This design comes from an exercise in tuning for small area, a short achievable clock period and few clock cycles per item on the open sky130 flow, not from production work. Power figures rest on the tool's default switching activity, not on a simulated workload.

==> inputs of run a <==
==> flow/design.v <==
package wgns_pkg;
	localparam int MAX_WIDTH  = 256;
	localparam int MAX_HEIGHT = 256;
	localparam int COL_W      = $clog2(MAX_WIDTH);
	localparam int ROW_W      = $clog2(MAX_HEIGHT);
	localparam int SIZE_W     = 9;
	localparam int THR_W      = 4;
	localparam int CFG_IDX_W  = 2;
	localparam int CFG_DATA_W = SIZE_W;
	localparam int IN_DATA_W  = 8;
	localparam int OUT_DATA_W = 24;
	localparam int OUT_USER_W = 2;
	localparam logic [SIZE_W-1:0] RST_WIDTH   = SIZE_W'(64);
	localparam logic [SIZE_W-1:0] RST_HEIGHT  = SIZE_W'(64);
	localparam logic [THR_W-1:0]  RST_KEEP    = THR_W'(5);
	localparam logic [THR_W-1:0]  RST_GROW    = THR_W'(6);
	localparam logic [CFG_IDX_W-1:0] REG_GRID_WIDTH  = 2'd0;
	localparam logic [CFG_IDX_W-1:0] REG_GRID_HEIGHT = 2'd1;
	localparam logic [CFG_IDX_W-1:0] REG_WALL_KEEP   = 2'd2;
	localparam logic [CFG_IDX_W-1:0] REG_FLOOR_GROW  = 2'd3;
endpackage
module wgns_seg #(
	parameter int LEN = 1
) (
	input  logic clk,
	input  logic en,
	input  logic sel,
	input  logic d,
	output logic q
);
	logic [LEN-1:0] sr;
	always_ff @(posedge clk) begin
		if (en) begin
			sr <= {sr, d};
		end
	end
	assign q = sel ? sr[LEN-1] : d;
endmodule
module wgns_line_buf (
	input  logic       clk,
	input  logic       en,
	input  logic [7:0] sel,
	input  logic       d,
	output logic       q
);
	logic s128, s64, s32, s16, s8, s4, s2, s1;
	logic r1, r2;
	wgns_seg #(.LEN(128)) u_s128 (.clk(clk), .en(en), .sel(sel[7]), .d(d),    .q(s128));
	wgns_seg #(.LEN(64))  u_s64  (.clk(clk), .en(en), .sel(sel[6]), .d(s128), .q(s64));
	wgns_seg #(.LEN(32))  u_s32  (.clk(clk), .en(en), .sel(sel[5]), .d(s64),  .q(s32));
	wgns_seg #(.LEN(16))  u_s16  (.clk(clk), .en(en), .sel(sel[4]), .d(s32),  .q(s16));
	always_ff @(posedge clk) begin
		if (en) begin
			r1 <= s16;
		end
	end
	wgns_seg #(.LEN(8))   u_s8   (.clk(clk), .en(en), .sel(sel[3]), .d(r1),   .q(s8));
	wgns_seg #(.LEN(4))   u_s4   (.clk(clk), .en(en), .sel(sel[2]), .d(s8),   .q(s4));
	wgns_seg #(.LEN(2))   u_s2   (.clk(clk), .en(en), .sel(sel[1]), .d(s4),   .q(s2));
	wgns_seg #(.LEN(1))   u_s1   (.clk(clk), .en(en), .sel(sel[0]), .d(s2),   .q(s1));
	always_ff @(posedge clk) begin
		if (en) begin
			r2 <= s1;
		end
	end
	assign q = r2;
endmodule
module wall_grid_neighbor_smoothing_core (
	input  logic                                clk,
	input  logic                                arst_n,
	input  logic                                s_axis_tvalid,
	output logic                                s_axis_tready,
	input  logic [wgns_pkg::IN_DATA_W-1:0]      s_axis_tdata,   
	output logic                                m_axis_tvalid,
	input  logic                                m_axis_tready,
	output logic [wgns_pkg::OUT_DATA_W-1:0]     m_axis_tdata,   
	output logic [wgns_pkg::OUT_USER_W-1:0]     m_axis_tuser,   
	output logic                                m_axis_tlast,   
	input  logic                                cfg_we,
	input  logic [wgns_pkg::CFG_IDX_W-1:0]      cfg_index,
	input  logic [wgns_pkg::CFG_DATA_W-1:0]     cfg_wdata
);
	localparam int DEPTH = 8;    
	localparam int PTR_W = $clog2(DEPTH);
	logic       cfg_we_q;
	logic [1:0] cfg_idx_q;
	logic [8:0] cfg_dat_q;
	logic [7:0] sat3;
	logic [7:0] wv_q, hv_q;    
	logic [3:0] keep_thr_q, grow_thr_q;
	always_ff @(posedge clk or negedge arst_n) begin
		if (!arst_n)
			cfg_we_q <= 1'b0;
		else
			cfg_we_q <= cfg_we;
	end
	always_ff @(posedge clk) begin
		cfg_idx_q <= cfg_index;
		cfg_dat_q <= cfg_wdata;
	end
	assign sat3 = (cfg_dat_q < 9'd3)   ? 8'd0 :
	              (cfg_dat_q > 9'd256) ? 8'd253 : 8'(cfg_dat_q - 9'd3);
	always_ff @(posedge clk or negedge arst_n) begin
		if (!arst_n) begin
			wv_q       <= 8'(wgns_pkg::RST_WIDTH - 3);
			hv_q       <= 8'(wgns_pkg::RST_HEIGHT - 3);
			keep_thr_q <= wgns_pkg::RST_KEEP;
			grow_thr_q <= wgns_pkg::RST_GROW;
		end else if (cfg_we_q) begin
			case (cfg_idx_q)
				wgns_pkg::REG_GRID_WIDTH:  wv_q       <= sat3;
				wgns_pkg::REG_GRID_HEIGHT: hv_q       <= sat3;
				wgns_pkg::REG_WALL_KEEP:   keep_thr_q <= cfg_dat_q[3:0];
				wgns_pkg::REG_FLOOR_GROW:  grow_thr_q <= cfg_dat_q[3:0];
				default: ;
			endcase
		end
	end
	logic       tready_q, iv_q, ibit_q, ok_q, adv_q, push_q;
	logic       in_acc, iv_n, ok_n;
	logic [3:0] res_q;           
	logic [3:0] res_adv;
	logic [7:0] cd_q, rd_q;
	logic       fc_q, fr_q, r1_q, lc_q, lr_q;    
	logic       lc_n;
	assign in_acc = s_axis_tvalid && tready_q;
	assign iv_n   = in_acc || (iv_q && !adv_q);
	logic has_a, has_b;
	assign has_a = !fr_q && !fc_q;
	assign has_b = lc_q || lr_q;
	assign res_adv = res_q + (adv_q ? 4'(has_a) + 4'(has_b) : 4'd0);
	assign ok_n    = res_adv <= 4'(DEPTH - 2);
	assign lc_n    = adv_q ? (!lc_q && (cd_q == ~wv_q)) : lc_q;
	assign s_axis_tready = tready_q;
	always_ff @(posedge clk or negedge arst_n) begin
		if (!arst_n) begin
			tready_q <= 1'b0;
			iv_q     <= 1'b0;
			ok_q     <= 1'b1;
			adv_q    <= 1'b0;
			push_q   <= 1'b0;
		end else begin
			tready_q <= !iv_n || ok_n;
			iv_q     <= iv_n;
			ok_q     <= ok_n;
			adv_q    <= iv_n && ok_n;
			push_q   <= iv_n && ok_n && !lc_n;
		end
	end
	always_ff @(posedge clk) begin
		if (in_acc) begin
			ibit_q <= s_axis_tdata[0];
		end
	end
	always_ff @(posedge clk or negedge arst_n) begin
		if (!arst_n) begin
			cd_q <= '0;
			rd_q <= '0;
			fc_q <= 1'b1;
			fr_q <= 1'b1;
			r1_q <= 1'b0;
			lc_q <= 1'b0;
			lr_q <= 1'b0;
		end else if (adv_q) begin
			lc_q <= lc_n;
			if (lc_q) begin
				cd_q <= '0;
				fc_q <= 1'b1;
				if (lr_q) begin
					rd_q <= '0;
					fr_q <= 1'b1;
					r1_q <= 1'b0;
					lr_q <= 1'b0;
				end else begin
					rd_q <= rd_q - 1'b1;
					fr_q <= 1'b0;
					r1_q <= fr_q;
					lr_q <= rd_q == ~hv_q;
				end
			end else begin
				cd_q <= cd_q - 1'b1;
				fc_q <= 1'b0;
			end
		end
	end
	logic mid_bit, top_bit;    
	wgns_line_buf u_row1 (
		.clk (clk),
		.en  (push_q),
		.sel (wv_q),
		.d   (ibit_q),
		.q   (mid_bit)
	);
	wgns_line_buf u_row2 (
		.clk (clk),
		.en  (push_q),
		.sel (wv_q),
		.d   (mid_bit),
		.q   (top_bit)
	);
	logic [1:0] new_sum, s1_sum_q, s2_sum_q;
	logic [2:0] q_sum;          
	logic       m2_q;           
	logic       t_eff, b_eff;
	logic [3:0] ge, ge_q;
	logic       has_a1_q, has_b1_q, bbit1_q;
	assign t_eff   = top_bit || r1_q;
	assign b_eff   = ibit_q || lr_q;
	assign new_sum = lc_q ? 2'd3 : 2'(t_eff) + 2'(mid_bit) + 2'(b_eff);
	assign q_sum   = 3'(s1_sum_q) + (fc_q ? 3'd3 : 3'(s2_sum_q));
	logic signed [5:0] need;
	assign need = $signed({1'b0, (m2_q ? {1'b0, keep_thr_q} + 5'd1 : {1'b0, grow_thr_q})}) -
	              $signed({3'b0, q_sum});
	always_comb begin
		for (int k = 0; k < 4; k++)
			ge[k] = need <= $signed(6'(k));
	end
	always_ff @(posedge clk) begin
		if (adv_q) begin
			s1_sum_q <= fc_q ? 2'd3 : s2_sum_q;
			s2_sum_q <= new_sum;
			m2_q     <= mid_bit;
			ge_q     <= ge;
			has_a1_q <= has_a;
			has_b1_q <= has_b;
			bbit1_q  <= ibit_q;
		end
	end
	logic p1_q, abit;
	assign abit = ge_q[s2_sum_q];
	always_ff @(posedge clk or negedge arst_n) begin
		if (!arst_n)
			p1_q <= 1'b0;
		else
			p1_q <= adv_q;
	end
	logic [DEPTH-1:0] fifo_q;
	logic [PTR_W-1:0] wptr_q, rptr_q, wptr1;
	logic [3:0]       cnt_q;
	logic             wr_a, wr_b, take, nonempty;
	assign wr_a     = p1_q && has_a1_q;
	assign wr_b     = p1_q && has_b1_q;
	assign wptr1    = wptr_q + 1'b1;
	assign nonempty = cnt_q != 4'd0;
	always_ff @(posedge clk) begin
		for (int k = 0; k < DEPTH; k++) begin
			if (wr_a && wptr_q == PTR_W'(k))
				fifo_q[k] <= abit;
			else if (wr_b && (wr_a ? wptr1 : wptr_q) == PTR_W'(k))
				fifo_q[k] <= bbit1_q;
		end
	end
	always_ff @(posedge clk or negedge arst_n) begin
		if (!arst_n) begin
			wptr_q <= '0;
			rptr_q <= '0;
			cnt_q  <= '0;
			res_q  <= '0;
		end else begin
			wptr_q <= wptr_q + PTR_W'(wr_a) + PTR_W'(wr_b);
			if (take)
				rptr_q <= rptr_q + 1'b1;
			cnt_q  <= cnt_q + 4'(wr_a) + 4'(wr_b) - 4'(take);
			res_q  <= res_adv - 4'(take);
		end
	end
	logic       ov_q, owall_q, osm_q, orl_q, olast_q, start_q;
	logic [7:0] ocol_q, orow_q;
	logic       f_xw2_q, f_yh2_q, f_yh1_q;    
	logic       n_sm, n_rl, n_last, n_xw2, n_yh2, n_yh1;
	logic [7:0] n_col, n_row;
	logic       eq_wm3, eq_hm3;
	assign eq_wm3 = ocol_q == wv_q;
	assign eq_hm3 = orow_q == hv_q;
	always_comb begin
		n_sm   = 1'b0;
		n_rl   = 1'b1;
		n_last = 1'b0;
		n_xw2  = 1'b0;
		n_yh2  = 1'b0;
		n_yh1  = 1'b0;
		n_col  = ocol_q;
		n_row  = orow_q;
		if (start_q || olast_q) begin
			n_col = wv_q + 8'd2;
			n_row = '0;
		end else if (!osm_q) begin
			if (f_yh1_q) begin
				n_sm  = 1'b1;
				n_rl  = 1'b0;
				n_row = hv_q + 8'd1;
				n_xw2 = f_xw2_q;
				n_yh2 = 1'b1;
			end else if (f_yh2_q) begin
				n_col = '0;
				n_row = orow_q + 1'b1;
				n_yh1 = 1'b1;
			end else begin
				n_sm  = 1'b1;
				n_col = '0;
			end
		end else begin
			if (f_yh2_q) begin
				n_col  = ocol_q + 1'b1;
				n_row  = orow_q + 1'b1;
				n_xw2  = eq_wm3;
				n_yh1  = 1'b1;
				n_last = f_xw2_q;
			end else if (f_xw2_q) begin
				n_col = ocol_q + 1'b1;
				n_row = orow_q + 1'b1;
				n_yh2 = eq_hm3;
			end else begin
				n_sm  = 1'b1;
				n_col = ocol_q + 1'b1;
				n_xw2 = eq_wm3;
				n_rl  = !eq_wm3;
				n_yh2 = f_yh2_q;
			end
		end
	end
	assign take = nonempty && (m_axis_tready || !ov_q);
	always_ff @(posedge clk or negedge arst_n) begin
		if (!arst_n) begin
			ov_q    <= 1'b0;
			start_q <= 1'b1;
		end else begin
			ov_q <= take || (ov_q && !m_axis_tready);
			if (take)
				start_q <= 1'b0;
		end
	end
	logic [20:0] oreg_q, oreg_n;
	assign oreg_n = ({21{take}}  & {fifo_q[rptr_q], n_row, n_col, n_rl, n_sm, n_last}) |
	                ({21{!take}} & oreg_q);
	always_ff @(posedge clk) begin
		oreg_q <= oreg_n;
	end
	assign {owall_q, orow_q, ocol_q, orl_q, osm_q, olast_q} = oreg_q;
	always_ff @(posedge clk) begin
		if (take) begin
			f_xw2_q <= n_xw2;
			f_yh2_q <= n_yh2;
			f_yh1_q <= n_yh1;
		end
	end
	assign m_axis_tvalid = ov_q;
	assign m_axis_tdata  = {7'd0, owall_q, orow_q, ocol_q};
	assign m_axis_tuser  = {orl_q, osm_q};
	assign m_axis_tlast  = olast_q;
endmodule
==> flow/run.sh <==
#!/bin/bash
# synth_recipe.tcl (not shown) runs the flow's synth.tcl, then flattens the netlist and writes it again
# the make line also repeats each setting of config.mk as NAME=value (left out here)
make -C /OpenROAD-flow-scripts/flow DESIGN_CONFIG=/design/flow/config.mk WORK_HOME=/design/flow/orfs CLKGATE_MAP_FILE= SYNTH_SCRIPT=/design/flow/synth_recipe.tcl finish
==> flow/config.mk <==
export PLATFORM = sky130hd
export DESIGN_NAME = wall_grid_neighbor_smoothing_core
export DESIGN_NICKNAME = wall_grid_neighbor_smoothing_core
export VERILOG_FILES = /design/flow/design.v
export SDC_FILE = /design/flow/constraint.sdc
export NUM_CORES = 4
export LEC_CHECK = 0
export CAP_MARGIN = 20
export CORE_MARGIN = 2
export CORE_UTILIZATION = 60
export CTS_BUF_LIST = sky130_fd_sc_hd__clkbuf_8
export CTS_CLUSTER_DIAMETER = 60
export CTS_CLUSTER_SIZE = 20
export HOLD_SLACK_MARGIN = 0
export SETUP_SLACK_MARGIN = 3.0
export SLEW_MARGIN = 20
==> flow/constraint.sdc <==
create_clock -name core_clock -period 5.0 [get_ports {clk}]
set_input_delay 1.0000 -clock core_clock [delete_from_list [all_inputs] [get_ports {clk}]]
set_output_delay 1.0000 -clock core_clock [all_outputs]
set_load 0.01 [all_outputs]
==> run b (differences from run a) <==
--- a/flow/config.mk
+++ b/flow/config.mk
@@ -9,6 +9,3 @@
 export CORE_MARGIN = 2
-export CORE_UTILIZATION = 60
-export CTS_BUF_LIST = sky130_fd_sc_hd__clkbuf_8
-export CTS_CLUSTER_DIAMETER = 60
-export CTS_CLUSTER_SIZE = 20
+export CORE_UTILIZATION = 40
 export HOLD_SLACK_MARGIN = 0
==> qor summary <==
                                                                run b        run a
Clk network pwr share                                           28.6%        18.6%
Switching power of the nets                                   4218 uW      3856 uW
GRT met1 Usage                                                 17.88%       27.20%
Overall die width                                            241.3 um     197.8 um
Sequential standard cell area                             18,690 um^2  18,690 um^2
Portion of total power attributed to sequential cells           52.4%        60.1%
Static Leak                                               0.008639 uW  0.008084 uW
Number of vias after detailed routing                          10,219        9,891
Area Overhead vs Synth                                         17.33%       10.64%
Post-layout util                                               47.70%       67.77%
Clk pwr                                                       4430 uW      2500 uW
Status                               no timing/DRC/antenna violations  no timing/DRC/antenna violations
Switching power share of the total                             27.28%       28.59%
Register-to-register path setup slack                         2.42 ns      2.48 ns
Power consumed by combinational cells                         2930 uW      2880 uW
Tap cell instance count                                           748          468
Largest fanout of any net on the critical path                      5            6
Clock network contribution to total cell area                  7.374%       3.283%
Insertion delay to the later sink of the worst-skew pair      0.62 ns      0.64 ns
No functional check of the RTL was part of any run of this note.

-- separate check: timing with driven ports --
The flow's constraints put no driver on any port. The routed layouts listed below were extracted and timed again, unchanged, in two steps. Step 1 assumes that a clkbuf_16 drives the clock port and a buf_2 every other input. Step 2 also shifts input and output timing later by t, the mid clock arrival at the registers, as if the neighbouring blocks saw the same clock. Slacks: ideal / step 1 / step 2; pairs: ideal / step 1.
run	t, ns	setup WS [ns]	latest minus earliest clock arrival (ns)	worst register clock-pin slew, ns
run a	0.669	2.484 / 2.484 / 2.167	0.036 / 0.035	0.11 / 0.11
run b	0.667	2.415 / 2.415 / 2.104	0.020 / 0.020	0.07 / 0.07
After both steps setup and hold are still met in every run listed. The setup slack of run a, which loses most, moves by 0.000 ns with the drivers and by -0.317 ns with both steps.
